Source: an optimization exercise on an open RTL-to-GDS flow (aim: small area). Production flows keep margins and buffers that such runs may drop.
At most, simulation tests tie the RTL to the original design; equivalence was not proved.
Function not checked in run 2: the RTL went through the layout flow alone.
No driver is modelled on the clock port, so clocking that relies on it looks cheaper here than on a real chip.
No activity file was given, so power comes from the tool's default toggle rates.

--- flow/run.sh ---
#!/bin/bash
# synth_recipe.tcl (not shown) runs the flow's synth.tcl, then flattens the netlist and writes it again
# the make line also repeats each setting of config.mk as NAME=value (left out here)
make -C /OpenROAD-flow-scripts/flow DESIGN_CONFIG=/design/flow/config.mk WORK_HOME=/design/flow/orfs CLKGATE_MAP_FILE= SYNTH_SCRIPT=/design/flow/synth_recipe.tcl finish
--- flow/config.mk ---
export PLATFORM = sky130hd
export DESIGN_NAME = survivor_mem_writer
export DESIGN_NICKNAME = survivor_mem_writer
export VERILOG_FILES = /design/flow/design.v
export SDC_FILE = /design/flow/constraint.sdc
export NUM_CORES = 4
export LEC_CHECK = 0
export CAP_MARGIN = 20
export CORE_MARGIN = 2
export CORE_UTILIZATION = 40
export SLEW_MARGIN = 20
--- flow/constraint.sdc ---
create_clock -name core_clock -period 10.0 [get_ports {clk}]
set_input_delay 2.0000 -clock core_clock [delete_from_list [all_inputs] [get_ports {clk}]]
set_output_delay 2.0000 -clock core_clock [all_outputs]
set_load 0.01 [all_outputs]
--- flow/design.v ---
package viterbi_pkg;
  localparam int SURV_M           = 6;
  localparam int SURV_D           = 40;
  localparam int SURV_TB_INTERVAL = 8;
  localparam int NS               = 2 ** SURV_M;
  localparam int AW               = $clog2(SURV_D);
  typedef logic [NS-1:0] surv_col_t;
  typedef logic [AW-1:0] col_idx_t;
  function automatic int wrap_inc(input int idx, input int d);
    wrap_inc = (idx == d - 1) ? 0 : idx + 1;
  endfunction
endpackage
module surv_ram #(
  parameter int M = 6,
  parameter int D = 40
) (
  input  logic                 clk,
  input  logic                 rst,
  input  logic                 i_we,
  input  logic [$clog2(D)-1:0] i_waddr,
  input  logic [2**M-1:0]      i_wdata,
  input  logic [$clog2(D)-1:0] i_raddr,
  input  logic [M-1:0]         i_rsel,
  output logic                 o_rbit
);
  logic [2**M-1:0] r_mem [D];
  logic            w_rd_bit;
  always_ff @(posedge clk) begin
    if (i_we) r_mem[i_waddr] <= i_wdata;
  end
  assign w_rd_bit = (int'(i_raddr) < D) ? r_mem[i_raddr][i_rsel] : 1'b0;
  logic w_unused;
  assign w_unused = rst;
  assign o_rbit   = w_rd_bit;
endmodule
module survivor_mem_writer #(
  parameter int M           = viterbi_pkg::SURV_M,
  parameter int D           = viterbi_pkg::SURV_D,
  parameter int TB_INTERVAL = viterbi_pkg::SURV_TB_INTERVAL
) (
  input  logic                 clk,
  input  logic                 rst,
  input  logic                 surv_valid,
  input  logic [2**M-1:0]      surv_col,
  input  logic                 flush,
  output logic [$clog2(D)-1:0] wr_ptr,
  input  logic [$clog2(D)-1:0] tb_time,
  input  logic [M-1:0]         tb_state,
  output logic                 tb_surv_bit,
  input  logic                 tb_busy,
  output logic                 tb_start,
  output logic                 full,
  output logic                 overrun
);
  localparam int IDX_W  = $clog2(D);
  localparam int FILL_W = $clog2(D + 1);
  localparam int INT_W  = $clog2(TB_INTERVAL + 1);
  logic [IDX_W-1:0]  r_nxt_ptr;
  logic [IDX_W-1:0]  r_wr_ptr;
  logic [FILL_W-1:0] r_fill_cnt;
  logic [INT_W-1:0]  r_int_cnt;
  logic              r_pending;
  logic              r_tb_start;
  logic              r_full;
  logic              r_overrun;
  logic w_we;
  logic w_fill_hit;
  logic w_int_hit;
  logic w_due;
  logic w_req;
  logic w_fire;
  assign w_we       = surv_valid && !flush;
  assign w_fill_hit = w_we && (r_fill_cnt == FILL_W'(D - 1));
  assign w_int_hit  = w_we && r_full && (r_int_cnt == INT_W'(TB_INTERVAL - 1));
  assign w_due      = w_fill_hit || w_int_hit;
  assign w_req      = w_due || r_pending;
  assign w_fire     = w_req && !tb_busy && !r_tb_start;
  always_ff @(posedge clk) begin
    if (rst || flush) begin
      r_nxt_ptr  <= '0;
      r_wr_ptr   <= IDX_W'(D - 1);
      r_fill_cnt <= '0;
      r_int_cnt  <= '0;
      r_pending  <= 1'b0;
      r_tb_start <= 1'b0;
      r_full     <= 1'b0;
      r_overrun  <= 1'b0;
    end else begin
      if (w_we) begin
        r_wr_ptr  <= r_nxt_ptr;
        r_nxt_ptr <= IDX_W'(viterbi_pkg::wrap_inc(int'(r_nxt_ptr), D));
        if (r_fill_cnt != FILL_W'(D)) r_fill_cnt <= r_fill_cnt + 1'b1;
      end
      if (w_fill_hit) r_full <= 1'b1;
      if (w_due)                r_int_cnt <= '0;
      else if (w_we && r_full)  r_int_cnt <= r_int_cnt + 1'b1;
      r_tb_start <= w_fire;
      r_pending  <= (w_due && r_pending) || (w_req && !w_fire);
      if (w_due && r_pending) r_overrun <= 1'b1;
    end
  end
  assign wr_ptr   = r_wr_ptr;
  assign tb_start = r_tb_start;
  assign full     = r_full;
  assign overrun  = r_overrun;
  surv_ram #(
    .M(M),
    .D(D)
  ) u_surv_ram (
    .clk     (clk),
    .rst     (rst),
    .i_we    (w_we),
    .i_waddr (r_nxt_ptr),
    .i_wdata (surv_col),
    .i_raddr (tb_time),
    .i_rsel  (tb_state),
    .o_rbit  (tb_surv_bit)
  );
endmodule
==> impl_results.md, run 1 <==
* Detailed-route DRC error count at 0
* Initial antenna violation count at 25
* Number of buffers created by CTS at 277
* Pwr/cell area at 199 nW/µm²
* R2r worst-path depth at 4
* Part of the Yosys area used for sequential elements at 77.6%
* Setup repair after global routing missed its margin: false
* Multi-input gate area at 21000 µm²
* Syn-to-layout area delta at 13.9%
* Hold-fix buffers, CTS at 0
* Number of hold-slack violations in the final timing report at 0
* Count leader, synth: edfxtp_1
* Std-Cell Core Area at 248000 µm²
* Post-CTS setup buffer count at 0
* Placed standard-cell area at 105000 µm²
* Minimum setup slack among reg-to-reg paths at 6.48 ns
* Result of the run: finished clean
* Setup Total Neg Slack at 0 ns
* Total gr overflow at 0
* Clock net sink count at 2586
* Cells after DPL at 7803
* Starting Density at 40.2%
* Class of the most critical hold timing path: reg -> reg
* Crit path launch type: input pin
* Register area at 77400 µm²
* Launch point of the worst path: tb_time[4]
* Final critical-path required period at 9.16 ns
* HP Start: r_overrun
* Maximum clock insertion buffer count at 4
* Maximum number of pins on one net before global-route repair at 81
* Cell count after synthesis at 4417
* End of the worst register-to-register path: u_surv_ram.r_mem[7][15]
* Dominant register cell in the synthesized netlist: edfxtp_1
* Vias/cell at 6.02
* Slew Viols, Final at 0
* Number of synthesized flops with an enable pin at 2560
* Async SR Flop Fraction at 0%
* Biggest area consumer among synthesized cells: edfxtp_1
* YS warnings at 2
* Combined global-route utilization of all metal layers at 22.6%
* Post-Syn Area at 99800 µm²
* Final cell utilization of the core at 45.8%
* Sum of net half-perimeters after detailed placement at 155000 µm
* Largest fanout on the critical path at 11
* Worst setup path category: in -> out
* Final nets at 4837
* Height of the die at 503 µm
* DRT Wirelength at 287000 µm
* Synthesized flop and latch total at 2586
* Setup Skew at 0.0619 ns
* Number of instances resized during post-cts repair at 0
* First-pass GRT wire length at 397000 µm
* Tcrit/Tclk final at 91.6%
* Site Rows at 183
* CTS H-Tree Depth at 5
* WP data arrival at 7.16 ns
* TritonCTS clock tree: built
* Data required time at the worst endpoint at 8.00 ns
* Number of primary I/O pins at 91
* Share of cells above drive strength 1 at 27.0%
* Post-Layout Cell Count at 8276
* Die Outline Area at 253000 µm²
* CP endpoint kind: primary output
* Launching point of the worst reg2reg path: r_nxt_ptr[2]
* Most numerous cell types in the synthesized netlist: edfxtp_1 (2560), mux4_2 (646), mux2i_1 (173)
* Die outline width at 503 µm
* Leakage power of the design at 35.4 nW
* Share of Yosys cell area claimed by the top area cell type at 77.1%
* Hold Crit Depth at 2
* Gp weighted congestion at 0.799
* Vias in the first global route at 49422
* Detailed-routing iteration count for the pre-antenna-repair pass at 7
* Worst-skew pair later-pin latency at 0.94 ns
* First DRT Iteration DRCs at 7216
* Final count of negative-setup-slack endpoints at 0
* Endpoint of the worst hold-timing path: r_overrun
* I/O Buffers at 90
* Distinct cell type count of the synthesized netlist at 70
* Actual slew at the worst max-slew pin at 1.15 ns
* Average instance area after synthesis at 22.6 µm²
* Antenna Violating Nets Remaining at 0
* Normalized max-slew margin at 23.3%
* Post-route design area at 114000 µm²
* Root buffer cell: clkbuf_16
* Number of max-cap violations at 0
* Via count at 49836
* Fmax at 0.109 GHz
* Routed wirelength normalized by instance count at 34.7 µm
* Peak supply drop at 0.138 mV
* Clock-pin slew on the worst setup and hold paths at 0.05 ns
* Fill cell count at 20552
* Cell types with the largest area share after synthesis: edfxtp_1 (77%), mux4_2 (15%), mux2i_1 (1.7%)
## sequential cells by signal, indices dropped and copies added (netlist names)
register          flops
r_pending             1
r_fill_cnt            6
r_full                1
r_wr_ptr              6
r_overrun             1
u_surv_ram.r_mem   2560
r_tb_start            1
r_int_cnt             4
r_nxt_ptr             6
## cell type report
type	instances	share of cell area (%)
Inverter	10	0.0374
Clock buffer	342	6.46
Sequential cell	2586	68.1
Tap cell	3330	3.67
Clock inverter	125	0.833
Antenna cell	6	0.0132
Timing Repair Buffer	299	2.39
Multi-Input combinational cell	1578	18.5
## how the worst max path moves through the flow
stage,end,cells after the start
2_1_floorplan,u_surv_ram.r_mem[16][0],5
3_3_place_gp,tb_surv_bit,14
5_1_grt,tb_surv_bit,14
3_5_place_dp,tb_surv_bit,14
6_report,tb_surv_bit,13
4_1_cts,tb_surv_bit,14
## critical path, cell delays in order
cell and delay, ns:
buf_2 0.37, nand2b_1 0.59, buf_4 0.37, nor2_1 0.66, a22oi_1 0.33, o21ai_1 0.16, nor4_1 0.08, nor3_1 0.58
o311ai_0 0.26, o311a_1 0.21, o32ai_2 0.75, buf_4 0.22, clkdlybuf4s50_1 0.54
## cells in the final DEF (no fill, tap or decap), types with 9 or more instances in the layout
master / synthesis / final
a211oi_1: 24 / 24
a22oi_1: 50 / 50
clkdlybuf4s50_1: 0 / 53
mux2_2: 24 / 24
edfxtp_1: 2560 / 2560
clkbuf_16: 0 / 284
nor2_1: 113 / 71
nor2b_1: 21 / 19
dfxtp_1: 26 / 26
mux4_2: 646 / 646
a21oi_1: 48 / 48
nand2_1: 142 / 142
nor4_1: 9 / 9
bufinv_16: 0 / 14
o211ai_1: 10 / 10
a221oi_1: 19 / 19
nand3_1: 54 / 54
clkinv_1: 1 / 56
a31oi_1: 17 / 17
mux2i_1: 173 / 173
o21ai_0: 44 / 44
clkinv_2: 0 / 44
buf_12: 7 / 32
nand2b_1: 17 / 16
o21ai_1: 9 / 9
buf_2: 83 / 33
nor3_1: 26 / 24
clkbuf_1: 67 / 56
buf_4: 27 / 177
o22ai_1: 20 / 20
nor2_4: 0 / 39
## routing by layer
metal,GRT usage [%],vias to the layer above,share of wire [%]
li1,-,19441,-
met1,31.2,27243,40
met2,36.8,2682,49
met3,3.93,460,8.6
met4,6.58,10,3.1
met5,0,-,0.023
## per-stage QoR
stage,hold slack (ns),total power [mW],setup slack (ns)
6_report,0.471,22.6,0.842
5_1_grt,0.517,23.2,0.923
4_1_cts,0.482,22.7,0.986
3_5_place_dp,0.465,13.2,1.02
3_3_place_gp,0.455,13.2,0.416
2_1_floorplan,0.451,12.8,2.14
## kinds of logic (layout without fill, tap and decap cells)
group / count (synthesis) / count (layout) / synth area share, %
fa+ha+maj: 5 / 5 / 0.0602
buf+inv: 253 / 776 / 1.67
compound gates: 303 / 303 / 2.12
flops: 2586 / 2586 / 77.6
mux: 843 / 843 / 16.6
simple gates: 417 / 417 / 1.89
xor+xnor: 10 / 10 / 0.0878
other cells: 0 / 6 / 0
## report_power, final
| part | switching, mW | internal, mW | total (mW) |
|---|---|---|---|
| combinational | 0.685 | 0.394 | 1.08 |
| sequential | 0.00473 | 11.9 | 11.9 |
| clock | 4.06 | 5.55 | 9.60 |
==> run 2: changes to the inputs <==
==> flow/design.v (replaced) <==
package viterbi_pkg;
  localparam int SURV_M           = 6;
  localparam int SURV_D           = 40;
  localparam int SURV_TB_INTERVAL = 8;
  localparam int NS               = 2 ** SURV_M;
  localparam int AW               = $clog2(SURV_D);
  typedef logic [NS-1:0] surv_col_t;
  typedef logic [AW-1:0] col_idx_t;
  function automatic int wrap_inc(input int idx, input int d);
    wrap_inc = (idx == d - 1) ? 0 : idx + 1;
  endfunction
endpackage
module surv_ram #(
  parameter int M = 6,
  parameter int D = 40
) (
  input  logic                 clk,
  input  logic                 i_we,
  input  logic [$clog2(D)-1:0] i_wptr,
  input  logic [$clog2(D)-1:0] i_wptr_n,
  input  logic [2**M-1:0]      i_wdata,
  input  logic [$clog2(D)-1:0] i_raddr,
  input  logic [M-1:0]         i_rsel,
  output logic                 o_rbit
);
  localparam int NS = 2 ** M;
  localparam int AW = $clog2(D);
  logic [D-1:0][NS-1:0] r_q;
  logic [D-1:0]         r_ph;
  logic [D-1:0]         w_we;
  logic [D-1:0]         w_we_n;
  logic [D-1:0]         w_col_n;
  logic [NS-1:0]        w_sel_n;
  logic [D-1:0]         w_col_bit;
  always_comb begin
    for (int c = 0; c < D; c++) begin
      w_we[c]    = i_we && (i_wptr == AW'((c + D - 1) % D));
      w_we_n[c]  = !(i_we && (i_wptr_n == ~AW'((c + D - 1) % D)));
      w_col_n[c] = (i_raddr != AW'(c));
    end
    for (int s = 0; s < NS; s++) w_sel_n[s] = (i_rsel != M'(s));
  end
  always_ff @(posedge clk) begin
    for (int c = 0; c < D; c++) begin
      r_q[c]  <= ~((r_q[c] | {NS{w_we[c]}}) & ({NS{w_we_n[c]}} | i_wdata));
      r_ph[c] <= ~((r_ph[c] | w_we[c]) & w_we_n[c]);
    end
  end
  always_comb begin
    for (int c = 0; c < D; c++) w_col_bit[c] = &(r_q[c] | w_sel_n);
  end
  assign o_rbit = (|(~w_col_n & w_col_bit)) ^ (|(~w_col_n & r_ph));
endmodule
module survivor_mem_writer #(
  parameter int M           = viterbi_pkg::SURV_M,
  parameter int D           = viterbi_pkg::SURV_D,
  parameter int TB_INTERVAL = viterbi_pkg::SURV_TB_INTERVAL
) (
  input  logic                 clk,
  input  logic                 rst,
  input  logic                 surv_valid,
  input  logic [2**M-1:0]      surv_col,
  input  logic                 flush,
  output logic [$clog2(D)-1:0] wr_ptr,
  input  logic [$clog2(D)-1:0] tb_time,
  input  logic [M-1:0]         tb_state,
  output logic                 tb_surv_bit,
  input  logic                 tb_busy,
  output logic                 tb_start,
  output logic                 full,
  output logic                 overrun
);
  localparam int IDX_W = $clog2(D);
  logic [IDX_W-1:0] r_wr_ptr;
  logic [IDX_W-1:0] r_wr_ptr_n;
  logic             r_pending;
  logic             r_tb_start;
  logic             r_full;
  logic             r_overrun;
  logic w_we;
  logic w_fill_hit;
  logic w_int_hit;
  logic w_due;
  logic w_req;
  logic w_fire;
  assign w_we       = surv_valid && !flush;
  assign w_fill_hit = w_we && !r_full && (r_wr_ptr == IDX_W'(D - 2));
  assign w_int_hit  = w_we && r_full && (r_wr_ptr[2:0] == 3'(TB_INTERVAL - 2));
  assign w_due      = w_fill_hit || w_int_hit;
  assign w_req      = w_due || r_pending;
  assign w_fire     = w_req && !tb_busy && !r_tb_start;
  always_ff @(posedge clk) begin
    if (rst || flush) begin
      r_wr_ptr   <= IDX_W'(D - 1);
      r_wr_ptr_n <= ~IDX_W'(D - 1);
      r_pending  <= 1'b0;
      r_tb_start <= 1'b0;
      r_full     <= 1'b0;
      r_overrun  <= 1'b0;
    end else begin
      if (w_we) begin
        r_wr_ptr   <= (r_wr_ptr == IDX_W'(D - 1)) ? '0 : r_wr_ptr + 1'b1;
        r_wr_ptr_n <= (r_wr_ptr_n == ~IDX_W'(D - 1)) ? '1 : r_wr_ptr_n - 1'b1;
      end
      if (w_fill_hit) r_full <= 1'b1;
      r_tb_start <= w_fire;
      r_pending  <= (w_due && r_pending) || (w_req && !w_fire);
      if (w_due && r_pending) r_overrun <= 1'b1;
    end
  end
  assign wr_ptr   = r_wr_ptr;
  assign tb_start = r_tb_start;
  assign full     = r_full;
  assign overrun  = r_overrun;
  surv_ram #(
    .M(M),
    .D(D)
  ) u_surv_ram (
    .clk      (clk),
    .i_we     (w_we),
    .i_wptr   (r_wr_ptr),
    .i_wptr_n (r_wr_ptr_n),
    .i_wdata  (surv_col),
    .i_raddr  (tb_time),
    .i_rsel   (tb_state),
    .o_rbit   (tb_surv_bit)
  );
endmodule
==> run 2 against run 1 <==
Now fails the layout checks on setup timing. Wire length up 72%. Combinational power up 36%. First-iteration DRC count rose to 2.8 times the previous value. Die area down 12%. Final cell count up 38%. Non-clock buffer count up 111. Clock skew down 0.0030 ns. Via count up 81%. Critical path depth up 1. Worst hold slack worse by 0.044 ns. Largest cell class unchanged. Highest routed layer unchanged.
==> impl_results.md, run 2 <==
* Fmax at 0.0980 GHz
* Distinct cell type count of the synthesized netlist at 73
* Worst-skew pair later-pin latency at 1.01 ns
* Async SR Flop Fraction at 0%
* Actual slew at the worst max-slew pin at 1.41 ns
* Average instance area after synthesis at 10.0 µm²
* Data required time at the worst endpoint at 8.00 ns
* Clock-pin slew on the worst setup and hold paths at 0.06 ns
* Die Outline Area at 222000 µm²
* Final nets at 8371
* Number of max-cap violations at 0
* TritonCTS clock tree: built
* WP data arrival at 8.20 ns
* Combined global-route utilization of all metal layers at 42.3%
* Total gr overflow at 0
* Final count of negative-setup-slack endpoints at 1
* Number of buffers created by CTS at 280
* Slew Viols, Final at 0
* Leakage power of the design at 37.6 nW
* Pwr/cell area at 235 nW/µm²
* Setup Skew at 0.0589 ns
* YS warnings at 2
* Die outline width at 471 µm
* Crit path launch type: input pin
* CTS H-Tree Depth at 5
* Synthesized flop and latch total at 2616
* Critical Path Max Stage Delay at 0.79 ns
* Maximum number of pins on one net before global-route repair at 68
* Worst setup path category: in -> out
* Number of flip-flops under the largest register name at 2560
* Minimum setup slack among reg-to-reg paths at 6.39 ns
* Tcrit/Tclk final at 102%
* Vias/cell at 7.92
* Cell count after synthesis at 8703
* Via count at 90135
* Cell with the biggest individual delay on the critical path: o22ai_1
* CP endpoint kind: primary output
* Result of the run: finished with violations
* Most numerous cell types in the synthesized netlist: o22ai_1 (3677), dfxtp_1 (2616), clkbuf_1 (846)
* Hold Crit Depth at 1
* Sum of net half-perimeters after detailed placement at 273000 µm
* Syn-to-layout area delta at 14.7%
* Dominant register cell in the synthesized netlist: dfxtp_1
* Biggest regs: u_surv_ram.r_q x2560, u_surv_ram.r_ph x40
* Net Sw Frac at 24.9%
* Number of synthesized flops with an enable pin at 0
* Part of the power in the clock network at 45.1%
* Final critical-path required period at 10.20 ns
* Number of primary I/O pins at 91
* Starting Density at 40.2%
* Register containing the most flip-flops in the final layout: u_surv_ram.r_q
* R2r worst-path depth at 5
* Initial antenna violation count at 67
* DRT Wirelength at 496000 µm
* First DRT Iteration DRCs at 20210
* Normalized max-slew margin at 6.12%
* Clock net sink count at 2616
* Relative contribution of combinational cells to total power at 6.3%
* Share of Yosys cell area claimed by the top area cell type at 60.0%
* Antenna Violating Nets Remaining at 0
* Part of the Yosys area used for sequential elements at 60.0%
* Final cell utilization of the core at 46.1%
* Setup repair after global routing missed its margin: false
* Class of the most critical hold timing path: reg -> reg
* Height of the die at 471 µm
* Internal at 17.6 mW
* Hold-fix buffers, CTS at 0
* Detailed-route DRC error count at 0
* Power share of the sequential group at 48.7%
* First-pass GRT wire length at 661000 µm
* Root buffer cell: clkbuf_16
* Post-Syn Area at 87300 µm²
* Most used cells in the layout excluding fill and tap cells: o22ai_1 (3677), dfxtp_1 (2616), buf_4 (359)
* Maximum clock insertion buffer count at 4
* Routed wirelength normalized by instance count at 43.6 µm
* Gp weighted congestion at 0.991
* Setup Total Neg Slack at -0.203 ns
* Site Rows at 171
* Placement Setup Slack at 0.257 ns
* Detailed-routing iteration count for the pre-antenna-repair pass at 9
* Leading cell type in the layout, fill and taps excluded: o22ai_1
* Share of cells above drive strength 1 at 11.7%
* Largest fanout on the critical path at 33
* Peak supply drop at 0.209 mV
* Cell types with the largest area share after synthesis: dfxtp_1 (60%), o22ai_1 (26%), clkbuf_1 (3.6%)
* Count leader, synth: o22ai_1
* Number of hold-slack violations in the final timing report at 0
* Checks that blocked a clean result: setup timing
* I/O Buffers at 90
* Worst-case setup margin in the final layout at -0.203 ns
* Cells along the critical path: buf_2 -> and4bb_1 -> nand2_4 -> o22ai_1 -> nor2_1 -> nand3_1 -> nor4_1 -> or4_1 -> nor4_1 -> buf_4 -> nand4_1 -> xnor2_1 -> buf_4 -> clkdlybuf4s50_1
* Std-Cell Core Area at 217000 µm²
* Biggest area consumer among synthesized cells: dfxtp_1
* Power dissipated by switching net loads at 5.84 mW
* Vias in the first global route at 79934
-- run 2: path summary, 6_finish.rpt --
| check | from | endpoint |
|---|---|---|
| setup / recovery | tb_state[4] | tb_surv_bit |
| hold reg to reg | u_surv_ram.r_q[572] | u_surv_ram.r_q[572] |
| hold / removal | u_surv_ram.r_q[572] | u_surv_ram.r_q[572] |
| setup reg to reg | r_wr_ptr[4] | u_surv_ram.r_q[2007] |
-- run 2: cells by family after synthesis --
group	Yosys count	synth area share (%)
AOI/OAI and AO/OA	3910	28.3
buffers and inverters	1120	5.02
and+or+nand+nor	1005	6.07
DFF	2616	60.0
muxes	34	0.413
xor gates and xnor gates	8	0.0803
adders and majority gates	10	0.140
-- run 2: metrics by stage --
stage	std cells	cell area, µm²	hold WS (ns)	power, mW
after floorplan	8703	87300	0.404	12.2
after global placement	10851	90800	0.414	12.9
after CTS	11316	99900	0.429	23.2
final	11383	100000	0.427	23.5
after detailed placement	10851	90800	0.421	13.0
after global routing	11324	100000	0.440	23.8
-- run 2: worst max-delay path: cells and delay by family --
family	cells	cell delay (ns)
buffers and inverters	4	1.59
AOI/OAI and AO/OA	1	0.79
and+or+nand+nor	8	3.10
xor gates and xnor gates	1	0.69
-- run 2: per-layer routing --
layer	vias up	routed length (µm)	GRT usage, %
li1	33603	-	-
met4	38	53000	36.4
met2	10234	190000	56.2
met1	43187	168000	51.4
met5	-	235	0
met3	3073	84800	18.7
-- run 2: area by class of cell --
class                   count  area, µm²
well taps                2854       3570
clock inverters            70        916
clock buffers             395       8140
repair buffers            410       3390
fillers                 19905     117000
inverters                   6       22.5
multi-input cells        4967      31500
diodes                     65        163
flip-flops and latches   2616      52400
-- run 2: timing repair --
item | CTS | global route
resized for setup | 0 | 1
setup endpoints to repair | 0 | 1
buffers inserted | 0 | 0
-- run 2: power groups by stage --
stage | Combinational (mW) | Clock (mW) | Sequential [mW]
2_1_floorplan | 0.663 | 0 | 11.5
3_3_place_gp | 1.31 | 0 | 11.6
3_5_place_dp | 1.34 | 0 | 11.6
4_1_cts | 1.35 | 10.4 | 11.4
5_1_grt | 1.43 | 10.9 | 11.5
6_report | 1.47 | 10.6 | 11.4
==> run 3: changes to the inputs <==
--- a/flow/design.v
+++ b/flow/design.v
@@ -33,9 +33,11 @@
   logic [NS-1:0]        w_sel_n;
   logic [D-1:0]         w_col_bit;
   always_comb begin
+    logic [AW-1:0] prev;
     for (int c = 0; c < D; c++) begin
-      w_we[c]    = i_we && (i_wptr == AW'((c + D - 1) % D));
-      w_we_n[c]  = !(i_we && (i_wptr_n == ~AW'((c + D - 1) % D)));
+      prev       = AW'((c + D - 1) % D);
+      w_we[c]    = i_we && (i_wptr == prev);
+      w_we_n[c]  = !(i_we && (i_wptr_n == ~prev));
       w_col_n[c] = (i_raddr != AW'(c));
     end
     for (int s = 0; s < NS; s++) w_sel_n[s] = (i_rsel != M'(s));
@@ -71,6 +73,8 @@
   output logic                 overrun
 );
   localparam int IDX_W = $clog2(D);
+  localparam logic [IDX_W-1:0] LAST   = IDX_W'(D - 1);
+  localparam logic [IDX_W-1:0] LAST_N = ~LAST;
   logic [IDX_W-1:0] r_wr_ptr;
   logic [IDX_W-1:0] r_wr_ptr_n;
   logic             r_pending;
@@ -91,16 +95,16 @@
   assign w_fire     = w_req && !tb_busy && !r_tb_start;
   always_ff @(posedge clk) begin
     if (rst || flush) begin
-      r_wr_ptr   <= IDX_W'(D - 1);
-      r_wr_ptr_n <= ~IDX_W'(D - 1);
+      r_wr_ptr   <= LAST;
+      r_wr_ptr_n <= LAST_N;
       r_pending  <= 1'b0;
       r_tb_start <= 1'b0;
       r_full     <= 1'b0;
       r_overrun  <= 1'b0;
     end else begin
       if (w_we) begin
-        r_wr_ptr   <= (r_wr_ptr == IDX_W'(D - 1)) ? '0 : r_wr_ptr + 1'b1;
-        r_wr_ptr_n <= (r_wr_ptr_n == ~IDX_W'(D - 1)) ? '1 : r_wr_ptr_n - 1'b1;
+        r_wr_ptr   <= (r_wr_ptr == LAST) ? '0 : r_wr_ptr + 1'b1;
+        r_wr_ptr_n <= (r_wr_ptr_n == LAST_N) ? '1 : r_wr_ptr_n - 1'b1;
       end
       if (w_fill_hit) r_full <= 1'b1;
       r_tb_start <= w_fire;
--- a/flow/config.mk
+++ b/flow/config.mk
@@ -7,5 +7,10 @@
 export LEC_CHECK = 0
 export CAP_MARGIN = 20
 export CORE_MARGIN = 2
-export CORE_UTILIZATION = 40
+export CORE_UTILIZATION = 55
+export CTS_BUF_LIST = sky130_fd_sc_hd__clkbuf_16
+export CTS_CLUSTER_DIAMETER = 50
+export CTS_CLUSTER_SIZE = 30
+export PLACE_DENSITY = 0.65
+export SETUP_SLACK_MARGIN = 0.8
 export SLEW_MARGIN = 20
==> run 3 against run 2 <==
Now clean on timing, DRC and antenna. Power down 10%. Synthesized cell count unchanged. Die area down 27%. Utilization up 15 points. Clock-buffer cell count down 218. Setup slack better by 0.59 ns. Final cell count down 7.5%. Clock power down 24%. Non-clock buffer count up 31. Sequential share of layout area up 1.8 points. Critical endpoint unchanged.
==> impl_results.md, run 3 <==
* Result of the run: finished clean
* Routed wirelength normalized by instance count at 45.0 µm
* Vias/cell at 8.60
* Overall power at 21.1 mW
* Part of the power in the clock network at 38.0%
* Std-Cell Core Area at 158000 µm²
* Number of buffers created by CTS at 176
* Register area at 52400 µm²
* Xor and xnor area share after synthesis at 0.0701%
* Net Sw Frac at 28.1%
* Site Rows at 146
* Cell count after synthesis at 8703
* Biggest regs: u_surv_ram.r_q x2560, u_surv_ram.r_ph x40
* Multi-input gate area at 31700 µm²
* Fmax at 0.104 GHz
* DRT Wirelength at 474000 µm
* Root buffer cell: clkbuf_16
* Worst-skew pair later-pin latency at 0.89 ns
* Clock net sink count at 2616
* Part of the Yosys area used for sequential elements at 59.9%
* Gp weighted congestion at 1.02
* Share of cells above drive strength 1 at 11.2%
* Number of primary I/O pins at 91
* CP endpoint kind: primary output
* Main combinational cell family by area after synthesis: compound AO/OA/AOI/OAI gates
* WP data arrival at 7.61 ns
* Power dissipated by switching net loads at 5.93 mW
* Maximum number of pins on one net before global-route repair at 70
* Data required time at the worst endpoint at 8.00 ns
* Number of hold-slack violations in the final timing report at 0
* CTS H-Tree Depth at 4
* Count leader, synth: o22ai_1
* Post-route design area at 96800 µm²
* Setup repair after global routing missed its margin: false
* Final critical-path required period at 9.61 ns
* Class of the most critical hold timing path: reg -> reg
* Share of Yosys cell area claimed by the top area cell type at 59.9%
* Final count of negative-setup-slack endpoints at 0
* Number of max-cap violations at 0
* Total gr overflow at 0
* Peak supply drop at 0.205 mV
* Placed standard-cell area at 89700 µm²
* Synthesized flop and latch total at 2616
* Fraction of the mapped netlist area in compound gates at 28.3%
* Worst setup path category: in -> out
* Distinct cell type count of the synthesized netlist at 73
* First-pass GRT wire length at 633000 µm
* First DRT Iteration DRCs at 22084
* Vias in the first global route at 78051
* Die Outline Area at 162000 µm²
* Height of the die at 403 µm
* Cells after DPL at 10057
* Maximum clock insertion buffer count at 3
* Normalized max-slew margin at 6.21%
* Detailed-route DRC error count at 0
* Biggest area consumer among synthesized cells: dfxtp_1
* Starting Density at 55.3%
* Final nets at 8301
* YS warnings at 2
* Die outline width at 403 µm
* Crit path launch type: input pin
* Cell types with the largest area share after synthesis: dfxtp_1 (60%), o22ai_1 (26%), clkbuf_1 (3.5%)
* Number of synthesized flops with an enable pin at 0
* Post-Layout Cell Count at 10532
* Slew Viols, Final at 0
* Sum of net half-perimeters after detailed placement at 259000 µm
* Tcrit/Tclk final at 96.1%
* Clock-pin slew on the worst setup and hold paths at 0.09 ns
* Average instance area after synthesis at 10.1 µm²
* Most used cells in the layout excluding fill and tap cells: o22ai_1 (3652), dfxtp_1 (2616), buf_4 (384)
* Leading cell type in the layout, fill and taps excluded: o22ai_1
* Via count at 90581
* Antenna Violating Nets Remaining at 0
* Setup Total Neg Slack at 0 ns
* Actual slew at the worst max-slew pin at 1.41 ns
* Worst slack on hold paths at 0.434 ns
* Syn-to-layout area delta at 10.7%
* Mux share of post-synthesis cell area at 0.408%
* Post-synthesis share of cell area spent on and, or, nand and nor gates at 6.19%
* TritonCTS clock tree: built
* Detailed-routing iteration count for the pre-antenna-repair pass at 12
* Combined global-route utilization of all metal layers at 55.5%
* Async SR Flop Fraction at 0%
* Setup Skew at 0.0459 ns
* Register containing the most flip-flops in the final layout: u_surv_ram.r_q
* Post-Syn Area at 87500 µm²
* Relative contribution of combinational cells to total power at 7.4%
* Pwr/cell area at 218 nW/µm²
* Dominant register cell in the synthesized netlist: dfxtp_1
* Number of flip-flops under the largest register name at 2560
* Fraction of the mapped netlist area in adder cells at 0.140%
* Internal at 15.2 mW
* Most numerous cell types in the synthesized netlist: o22ai_1 (3652), dfxtp_1 (2616), clkbuf_1 (820)
* Initial antenna violation count at 59
* Hold-fix buffers, CTS at 0
* Fill cell count at 12991
* Leakage power of the design at 36.6 nW
* Power share of the sequential group at 54.6%
* Largest fanout on the critical path at 19
* I/O Buffers at 90
run 3: changes by cell type in the layout (fill, tap and decap cells not counted), moves of 25 or more:
cell | previous run | this run
buf_4 | 359 | 384
clkbuf_1 | 53 | 0
clkbuf_16 | 287 | 177
clkbuf_8 | 55 | 0
clkinv_2 | 37 | 6
clkinv_8 | 0 | 31
diode_2 | 65 | 99
nor2_1 | 247 | 211
nor3_1 | 86 | 125
o22ai_1 | 3677 | 3652
run 3: timing repair:
action | 4_1_cts | 5_1_grt
buffers inserted | 24 | 12
setup endpoints to repair | 1 | 1
gates cloned | 7 | 3
resized for setup | 25 | 15
pin swaps | 6 | 6
run 3: layout make-up:
class / instances / share of cell area, %
Multi-Input combinational cell: 4971 / 32.7
Antenna cell: 99 / 0.256
Clock buffer: 177 / 4.57
Inverter: 5 / 0.0194
Tap cell: 2072 / 2.68
Clock inverter: 151 / 1.86
Timing Repair Buffer: 441 / 3.78
Sequential cell: 2616 / 54.1
run 3: worst paths after layout:
| path | depth (start not counted) | start | endpoint | slack (ns) |
|---|---|---|---|---|
| min | 1 | u_surv_ram.r_q[1630] | u_surv_ram.r_q[1630] | 0.43 |
| max reg2reg | 5 | r_wr_ptr[4] | u_surv_ram.r_q[1851] | 6.64 |
| max | 13 | tb_state[2] | tb_surv_bit | 0.39 |
| min reg2reg | 1 | u_surv_ram.r_q[1630] | u_surv_ram.r_q[1630] | 0.43 |
run 3: worst max-delay path, cell delays in order:
cell             delay [ns]
buf_2                  0.49
and2_2                 0.63
nand3_4                0.66
o211ai_1               0.75
nor4_1                 0.10
and3_1                 0.17
nand4_1                0.41
o2111ai_2              0.32
nor4_2                 0.54
buf_4                  0.24
nand4_1                0.18
xnor2_2                0.44
clkdlybuf4s50_1        0.64
run 3: kinds of logic after synthesis:
group	count (synthesis)
AO/OA/AOI/OAI	3908
XOR/XNOR	7
adder cells (fa/ha/maj)	10
buffers and inverters	1126
flip-flops	2616
multiplexers	34
AND/OR/NAND/NOR	1002
run 3: stage by stage:
step                      worst slack, ns  utilization (%)
after floorplan                      3.44                -
after global placement              0.431             56.7
after detailed placement            0.508             56.7
after CTS                           0.819             60.9
after global routing                0.735             61.1
final                               0.388             61.2
run 3: metal layers:
metal | vias to the layer above | GRT usage [%] | routed length, µm
li1 | 33587 | - | -
met2 | 10705 | 69.3 | 172000
met1 | 43080 | 70.0 | 159000
met4 | 34 | 43.8 | 48800
met5 | - | 3.33 | 661
met3 | 3175 | 29.4 | 94100
run 3: power by group through the flow:
| stage | clock network (mW) | registers, mW | logic (mW) |
|---|---|---|---|
| after floorplan | 0 | 11.6 | 0.710 |
| after global placement | 0 | 11.7 | 1.34 |
| after global routing | 8.29 | 11.6 | 1.50 |
| after detailed placement | 0 | 11.7 | 1.37 |
| after CTS | 7.90 | 11.5 | 1.39 |
| final | 8.01 | 11.5 | 1.55 |
==> run 4: changes to the inputs <==
==> flow/flow/run.sh (new file) <==
#!/bin/bash
# The standard layout (standard.sh: the standard flow's synthesis and ORFS flow, unchanged
# design constraints) with two layout settings added to config.mk:
#  - REMOVE_ABC_BUFFERS: drop the buffers Yosys/ABC inserted at floorplan and let
#    repair_design buffer from the placed wiring instead;
#  - CTS_ARGS: the usual clock_tree_synthesis arguments plus -dont_use_dummy_load,
#    so CTS does not add load cells that only balance the tree.
# Each tool's output goes to the ORFS logs under orfs/logs; standard.log holds make's.
set -o pipefail
cat >> config.mk <<'EOT'
export REMOVE_ABC_BUFFERS = 1
export CTS_ARGS = -sink_clustering_enable -repair_clock_nets -sink_clustering_size 30 -sink_clustering_max_diameter 50 -buf_list sky130_fd_sc_hd__clkbuf_16 -dont_use_dummy_load
EOT
bash standard.sh > standard.log 2>&1
==> flow/standard.sh (new file) <==
#!/bin/bash
# synth_recipe.tcl (not shown) runs the flow's synth.tcl, then flattens the netlist and writes it again
# the make line also repeats each setting of config.mk as NAME=value (left out here)
make -C /OpenROAD-flow-scripts/flow DESIGN_CONFIG=/design/flow/config.mk WORK_HOME=/design/flow/orfs CLKGATE_MAP_FILE= SYNTH_SCRIPT=/design/flow/synth_recipe.tcl "${@:-finish}"
--- a/flow/config.mk
+++ b/flow/config.mk
@@ -5,7 +5,7 @@
 export SDC_FILE = /design/flow/constraint.sdc
 export NUM_CORES = 4
 export LEC_CHECK = 0
-export CAP_MARGIN = 20
+export CAP_MARGIN = 30
 export CORE_MARGIN = 2
 export CORE_UTILIZATION = 55
 export CTS_BUF_LIST = sky130_fd_sc_hd__clkbuf_16
@@ -13,4 +13,6 @@
 export CTS_CLUSTER_SIZE = 30
 export PLACE_DENSITY = 0.65
 export SETUP_SLACK_MARGIN = 0.8
-export SLEW_MARGIN = 20
+export SLEW_MARGIN = 50
+export REMOVE_ABC_BUFFERS = 1
+export CTS_ARGS = -sink_clustering_enable -repair_clock_nets -sink_clustering_size 30 -sink_clustering_max_diameter 50 -buf_list sky130_fd_sc_hd__clkbuf_16 -dont_use_dummy_load
removed: flow/run.sh
==> run 4 against run 3 <==
Largest power group unchanged. Maximum frequency increased by 2.0%. Critical path type unchanged. Power is 5.7% lower. Largest cell class unchanged. Clock power is 16% lower. Combinational power increased by 4%. Non-clock buffer count increased by 19. Highest routed layer unchanged. Utilization is 0.40 points lower. Cell area down 0.65%. Clock skew grew 0.021 ns.
==> impl_results.md, run 4 <==
* Register containing the most flip-flops in the final layout: u_surv_ram.r_q
* Internal at 14.7 mW
* Height of the die at 403 µm
* Part of the Yosys area used for sequential elements at 59.9%
* Setup repair after global routing missed its margin: false
* End of the worst register-to-register path: u_surv_ram.r_q[2497]
* Final critical-path required period at 9.42 ns
* Distinct cell type count of the synthesized netlist at 73
* Number of hold-slack violations in the final timing report at 0
* Total gr overflow at 0
* Class of the most critical hold timing path: reg -> reg
* Std-Cell Core Area at 158000 µm²
* Actual slew at the worst max-slew pin at 0.904 ns
* Number of synthesized flops with an enable pin at 0
* Sum of net half-perimeters after detailed placement at 273000 µm
* Number of max-cap violations at 0
* Register area at 52400 µm²
* Slew Viols, Final at 0
* Net Sw Frac at 26.0%
* Cell count after synthesis at 8703
* Worst-skew pair later-pin latency at 0.90 ns
* Launching point of the worst reg2reg path: r_wr_ptr[0]
* Gp weighted congestion at 1.02
* Number of primary I/O pins at 91
* Final count of negative-setup-slack endpoints at 0
* Power dissipated by switching net loads at 5.17 mW
* Share of Yosys cell area claimed by the top area cell type at 59.9%
* Clock-pin slew on the worst setup and hold paths at 0.06 ns
* Multi-input gate area at 32000 µm²
* Power share of the sequential group at 57.9%
* Antenna Violating Nets Remaining at 0
* Pwr/cell area at 207 nW/µm²
* Setup Skew at 0.0665 ns
* HP Start: u_surv_ram.r_q[2467]
* Die outline width at 403 µm
* Relative contribution of combinational cells to total power at 8.1%
* Share of cells above drive strength 1 at 10.3%
* Clock net sink count at 2616
* Hold-fix buffers, CTS at 0
* Normalized max-slew margin at 39.7%
* Detailed-route DRC error count at 0
* Async SR Flop Fraction at 0%
* CP endpoint kind: primary output
* Endpoint of the worst hold-timing path: u_surv_ram.r_q[2467]
* Data required time at the worst endpoint at 8.00 ns
* Site Rows at 146
* Peak supply drop at 0.205 mV
* Detailed-routing iteration count for the pre-antenna-repair pass at 12
* Overall power at 19.9 mW
* Starting Density at 55.3%
* Placed standard-cell area at 90800 µm²
* Fill cell count at 13230
* TritonCTS clock tree: built
* First-pass GRT wire length at 647000 µm
* Die Outline Area at 162000 µm²
* Cell types with the largest area share after synthesis: dfxtp_1 (60%), o22ai_1 (26%), clkbuf_1 (3.5%)
* Dominant register cell in the synthesized netlist: dfxtp_1
* Minimum setup slack among reg-to-reg paths at 6.91 ns
* Result of the run: finished clean
* Number of flip-flops under the largest register name at 2560
* Biggest area consumer among synthesized cells: dfxtp_1
* Count leader, synth: o22ai_1
* YS warnings at 2
* Worst slack on hold paths at 0.430 ns
* Vias in the first global route at 78742
* Combined global-route utilization of all metal layers at 57.0%
* I/O Buffers at 90
* Post-route design area at 96200 µm²
* Final nets at 8313
* Syn-to-layout area delta at 9.98%
* Number of buffers created by CTS at 179
* Worst setup path category: in -> out
* DRT Wirelength at 486000 µm
* Via count at 90466
* Vias/cell at 8.73
* Largest fanout on the critical path at 25
* Average instance area after synthesis at 10.1 µm²
* Leading cell type in the layout, fill and taps excluded: o22ai_1
* Leakage power of the design at 36.1 nW
* Post-Syn Area at 87500 µm²
* WP data arrival at 7.42 ns
* Biggest regs: u_surv_ram.r_q x2560, u_surv_ram.r_ph x40
* Most used cells in the layout excluding fill and tap cells: o22ai_1 (3648), dfxtp_1 (2616), buf_4 (277)
* Synthesized flop and latch total at 2616
* Most numerous cell types in the synthesized netlist: o22ai_1 (3652), dfxtp_1 (2616), clkbuf_1 (820)
* R2r worst-path depth at 7
* Routed wirelength normalized by instance count at 46.9 µm
* Hold Crit Depth at 1
* Fmax at 0.106 GHz
* Maximum number of pins on one net before global-route repair at 70
* First DRT Iteration DRCs at 21720
* Tcrit/Tclk final at 94.2%
* Part of the power in the clock network at 34.0%
* Initial antenna violation count at 54
* Crit path launch type: input pin
[run 4: cell count changes in the layout (fill, tap and decap cells not counted), sizes merged]
cell	previous run	this run
or2	18	13
clkinvlp	9	0
nand2b	16	14
buf	420	438
inv	81	5
diode	99	70
clkbuf	178	181
bufinv	3	0
clkinv	63	0
nand3	78	75
[run 4: worst max-delay path, cell delays in order]
cell             delay, ns
buf_4                 0.31
buf_4                 0.31
and4_2                0.49
nand2_8               0.43
buf_12                0.38
o221ai_1              0.35
nor4_1                0.13
nand4_1               0.57
o2111ai_2             0.33
nor4_4                0.41
buf_4                 0.17
nand4_1               0.22
xnor2_4               0.50
buf_4                 0.19
clkdlybuf4s50_1       0.52
[run 4: logic make-up after synthesis]
family	Yosys count	share of synthesized area (%)
AOI/OAI and AO/OA	3908	28.3
DFF	2616	59.9
buffers and inverters	1126	5.04
and+or+nand+nor	1002	6.19
muxes	34	0.408
adders and majority gates	10	0.140
xor gates and xnor gates	7	0.0701
[run 4: worst max-delay path by stage]
stage,startpoint,endpoint,slack [ns],cells after the start
detailed placement,tb_state[1],tb_surv_bit,0.21,16
floorplan,tb_state[1],tb_surv_bit,2.65,10
global route,tb_state[5],tb_surv_bit,0.80,16
CTS,tb_state[4],tb_surv_bit,0.82,16
global placement,tb_state[1],tb_surv_bit,-0.14,15
finish,tb_state[5],tb_surv_bit,0.58,15
[run 4: final cells by class]
cell class | instances | area share (%)
Sequential cell | 2616 | 54.4
Multi-Input combinational cell | 4961 | 33.2
Timing Repair Buffer | 460 | 4.76
Clock buffer | 179 | 4.66
Tap cell | 2072 | 2.70
Antenna cell | 70 | 0.182
Inverter | 5 | 0.0195
[run 4: per-stage QoR]
stage / setup slack [ns] / TNS [ns] / instances / utilization (%)
floorplan: 2.65 / 0 / 7582 / -
global placement: -0.144 / -0.144 / 10049 / 56.7
detailed placement: 0.212 / 0 / 10074 / 57.4
CTS: 0.822 / 0 / 10276 / 60.4
global route: 0.800 / 0 / 10297 / 60.7
finish: 0.576 / 0 / 10363 / 60.8
[run 4: routing by layer]
layer	GRT usage, %	share of wire (%)	up-vias
li1	-	-	33355
met4	45.2	10	48
met1	70.6	34	42959
met2	71.4	36	10821
met3	31.6	20	3283
met5	2.11	0.12	-
[run 4: power by group through the flow]
stage	clock network [mW]	registers, mW	logic, mW
6_report	6.75	11.5	1.61
5_1_grt	6.98	11.6	1.56
4_1_cts	6.62	11.5	1.44
3_5_place_dp	0	11.7	1.42
3_3_place_gp	0	11.7	1.37
2_1_floorplan	0	11.6	0.555
[run 4: repair_timing]
action	4_1_cts	5_1_grt
pin swaps	6	5
resized for setup	22	13
endpoints found under the setup margin	1	1
buffers inserted	23	11
==> run 5: changes to the inputs <==
--- a/flow/flow/run.sh
+++ b/flow/flow/run.sh
@@ -9,6 +9,6 @@
 set -o pipefail
 cat >> config.mk <<'EOT'
 export REMOVE_ABC_BUFFERS = 1
-export CTS_ARGS = -sink_clustering_enable -repair_clock_nets -sink_clustering_size 30 -sink_clustering_max_diameter 50 -buf_list sky130_fd_sc_hd__clkbuf_16 -dont_use_dummy_load
+export CTS_ARGS = -sink_clustering_enable -repair_clock_nets -sink_clustering_size 30 -sink_clustering_max_diameter 60 -buf_list sky130_fd_sc_hd__clkbuf_16 -dont_use_dummy_load
 EOT
 bash standard.sh > standard.log 2>&1
==> flow/config.mk (replaced) <==
export PLATFORM = sky130hd
export DESIGN_NAME = survivor_mem_writer
export DESIGN_NICKNAME = survivor_mem_writer
export VERILOG_FILES = /design/flow/design.v
export SDC_FILE = /design/flow/constraint.sdc
export NUM_CORES = 4
export LEC_CHECK = 0
export CAP_MARGIN = 25
export CORE_MARGIN = 2
export CORE_UTILIZATION = 55
export CTS_BUF_LIST = sky130_fd_sc_hd__clkbuf_16
export CTS_CLUSTER_DIAMETER = 60
export CTS_CLUSTER_SIZE = 30
export PLACE_DENSITY = 0.65
export SETUP_SLACK_MARGIN = 0.8
export SLEW_MARGIN = 35
export REMOVE_ABC_BUFFERS = 1
export CTS_ARGS = -sink_clustering_enable -repair_clock_nets -sink_clustering_size 30 -sink_clustering_max_diameter 60 -buf_list sky130_fd_sc_hd__clkbuf_16 -dont_use_dummy_load
==> run 5 against run 4 <==
Largest power group unchanged. Register-to-register slack worse by 0.22 ns. Via count hardly changed. Still clean. Worst hold slack better by 0.0027 ns. Final cell count is 0.36% lower. Critical path depth stayed put. Synthesized cell count stayed put. Clock-buffer cell count is 33 lower. Critical endpoint unchanged. Non-clock buffer count is 12 lower. First-iteration DRC count is 0.54% lower. Cell area is 1.7% lower. Flip-flop and latch count stayed put. Sequential power hardly changed.
==> impl_results.md, run 5 <==
* Part of the Yosys area used for sequential elements at 59.9%
* Share of Yosys cell area claimed by the top area cell type at 59.9%
* TritonCTS clock tree: built
* Post-Syn Area at 87500 µm²
* Worst-case setup margin in the final layout at 0.539 ns
* Biggest area consumer among synthesized cells: dfxtp_1
* Setup repair after global routing missed its margin: false
* Most used cells in the layout excluding fill and tap cells: o22ai_1 (3651), dfxtp_1 (2616), buf_4 (376)
* Cell mode on critical path: buf_4
* Register area at 52400 µm²
* Routed wirelength normalized by instance count at 47.1 µm
* Setup Skew at 0.0735 ns
* Number of max-cap violations at 0
* Clock-pin slew on the worst setup and hold paths at 0.07 ns
* Total gr overflow at 0
* DRT Wirelength at 487000 µm
* Minimum setup slack among reg-to-reg paths at 6.69 ns
* Tcrit/Tclk final at 94.6%
* Cell with the biggest individual delay on the critical path: nand4_1
* Detailed-route DRC error count at 0
* Biggest regs: u_surv_ram.r_q x2560, u_surv_ram.r_ph x40
* Final nets at 8273
* Maximum number of pins on one net before global-route repair at 70
* Cell types with the largest area share after synthesis: dfxtp_1 (60%), o22ai_1 (26%), clkbuf_1 (3.5%)
* Number of buffers created by CTS at 146
* Number of hold-slack violations in the final timing report at 0
* First DRT Iteration DRCs at 21602
* Synthesized flop and latch total at 2616
* Async SR Flop Fraction at 0%
* Normalized max-slew margin at 19.3%
* Count leader, synth: o22ai_1
* Height of the die at 403 µm
* Final count of negative-setup-slack endpoints at 0
* Data required time at the worst endpoint at 8.00 ns
* Leading cell type in the layout, fill and taps excluded: o22ai_1
* Cells along the critical path: buf_4 -> buf_4 -> and4_2 -> nand2_8 -> buf_12 -> o221ai_1 -> nor4_1 -> nand4_1 -> o2111ai_1 -> nor4_4 -> buf_4 -> nand4_1 -> xnor2_4 -> buf_4 -> clkdlybuf4s50_1
* Critical Path Max Stage Delay at 0.52 ns
* Placement Setup Slack at 0.132 ns
* Leakage power of the design at 35.5 nW
* Actual slew at the worst max-slew pin at 1.21 ns
* Fill cell count at 13316
* Vias/cell at 8.75
* Register containing the most flip-flops in the final layout: u_surv_ram.r_q
* Initial antenna violation count at 53
* Std-Cell Core Area at 158000 µm²
* Pwr/cell area at 203 nW/µm²
* Number of buffer and inverter stages on the critical path at 6
* Average instance area after synthesis at 10.1 µm²
* Starting Density at 55.3%
* CP endpoint kind: primary output
* Result of the run: finished clean
* Combined global-route utilization of all metal layers at 56.9%
* First-pass GRT wire length at 645000 µm
* Antenna Violating Nets Remaining at 0
* Vias in the first global route at 77948
* YS warnings at 2
* Die Outline Area at 162000 µm²
* Top delay family on crit path: simple AND/OR/NAND/NOR gates
* Largest fanout on the critical path at 25
* Die outline width at 403 µm
* Hold-fix buffers, CTS at 0
* Worst setup path category: in -> out
* Crit path launch type: input pin
* Final cell utilization of the core at 59.8%
* Dominant register cell in the synthesized netlist: dfxtp_1
* Site Rows at 146
* Number of flip-flops under the largest register name at 2560
* Detailed-routing iteration count for the pre-antenna-repair pass at 10
* Via count at 90397
* Most numerous cell types in the synthesized netlist: o22ai_1 (3652), dfxtp_1 (2616), clkbuf_1 (820)
* WP data arrival at 7.46 ns
* Slew Viols, Final at 0
* I/O Buffers at 90
* Final critical-path required period at 9.46 ns
* Setup Total Neg Slack at 0 ns
* Number of primary I/O pins at 91
* Fmax at 0.106 GHz
* Sum of net half-perimeters after detailed placement at 270000 µm
* Worst-skew pair later-pin latency at 0.84 ns
* Distinct cell type count of the synthesized netlist at 73
* Clock net sink count at 2616
* Gp weighted congestion at 1.02
* Syn-to-layout area delta at 8.08%
* Number of synthesized flops with an enable pin at 0
* Cell count after synthesis at 8703
* Share of cells above drive strength 1 at 9.56%
* Peak supply drop at 0.191 mV
* Class of the most critical hold timing path: reg -> reg
* Multi-input gate area at 31900 µm²
## run 5: path summary, 6_finish.rpt
check / start / to / depth (start not counted)
setup / recovery: tb_state[5] / tb_surv_bit / 15
hold / removal: u_surv_ram.r_q[2166] / u_surv_ram.r_q[2166] / 1
setup reg to reg: r_wr_ptr[0] / u_surv_ram.r_q[2517] / 6
hold reg to reg: u_surv_ram.r_q[2166] / u_surv_ram.r_q[2166] / 1
## run 5: stage by stage
step           hold WS (ns)  std cells  power (mW)  area [µm²]
4_1_cts               0.429      10233        18.8       94000
3_3_place_gp          0.413      10049        13.1       89700
3_5_place_dp          0.420      10050        13.1       89800
5_1_grt               0.441      10253        19.4       94400
6_report              0.432      10326        19.2       94500
2_1_floorplan         0.404       7582        12.2       83100
## run 5: repair_timing
action	4_1_cts	5_1_grt
endpoints found under the setup margin	1	1
pin swaps	11	10
gates cloned	2	3
resized for setup	42	18
setup buffers	35	16
## run 5: cell type report
type                       instances  share of cell area, %
clock buffer                     146                   3.86
antenna                           73                  0.193
sequential                      2616                   55.4
tap                             2072                   2.74
multi-input combinational       4966                   33.7
timing repair buffer             448                   4.07
inverter                           5                 0.0199
## run 5: power breakdown
| part | switching (mW) | total, mW | internal (mW) |
|---|---|---|---|
| Clock | 3.47 | 6.07 | 2.60 |
| Combinational | 1.16 | 1.60 | 0.433 |
| Sequential | 0.402 | 11.5 | 11.1 |
| Total | 5.03 | 19.2 | 14.2 |
## run 5: cells by family (layout without fill, tap and decap cells)
logic type	after synthesis	after routing	share of synthesized area [%]
flip-flops	2616	2616	59.9
other	0	73	0
AO/OA/AOI/OAI	3908	3908	28.3
multiplexers	34	34	0.408
adder cells (fa/ha/maj)	10	10	0.140
buffers and inverters	1126	599	5.04
AND/OR/NAND/NOR	1002	1007	6.19
XOR/XNOR	7	7	0.0701
## run 5: layer usage
layer  up-vias  share of wire (%)  GRT usage, %
met5         -               0.13         0.743
met4        48                 10          44.7
met1     43034                 33          71.1
met3      3168                 20          29.9
met2     10875                 36          71.9
li1      33272                  -             -

port drivers added, routing unchanged:
No port has a modelled driver above. Below, the same layouts with a new extraction and two added sets of constraints. Step 1 (the two cells are an assumption about what drives the block):
set clk [get_ports {clk}]
set_driving_cell -lib_cell sky130_fd_sc_hd__clkbuf_16 $clk
set_driving_cell -lib_cell sky130_fd_sc_hd__buf_2 [delete_from_list [all_inputs] $clk]
Step 2 moves the port delays by t, midway between the first and last clock arrival at a register: inputs arrive t later, outputs are due t later. That takes back most of the time a late clock gives input paths. Three values: no drivers, after step 1, after step 2; two values: the first two.
| run | t (ns) | setup slack, ns | hold WS [ns] | clock arrival spread, ns |
|---|---|---|---|---|
| run 1 | 0.998 | 0.842 / 0.818 / 0.818 | 0.471 / 0.471 / 0.471 | 0.068 / 0.068 |
| run 2 | 1.071 | -0.203 / -0.230 / -0.230 | 0.427 / 0.427 / 0.427 | 0.080 / 0.081 |
| run 3 | 0.949 | 0.388 / 0.331 / 0.331 | 0.434 / 0.434 / 0.434 | 0.047 / 0.048 |
| run 4 | 0.945 | 0.576 / 0.446 / 0.446 | 0.430 / 0.430 / 0.430 | 0.091 / 0.090 |
| run 5 | 0.908 | 0.539 / 0.410 / 0.410 | 0.432 / 0.432 / 0.432 | 0.098 / 0.098 |
For run 4, which loses most, drivers alone change the setup slack by -0.130 ns; drivers and shift together by -0.130 ns.
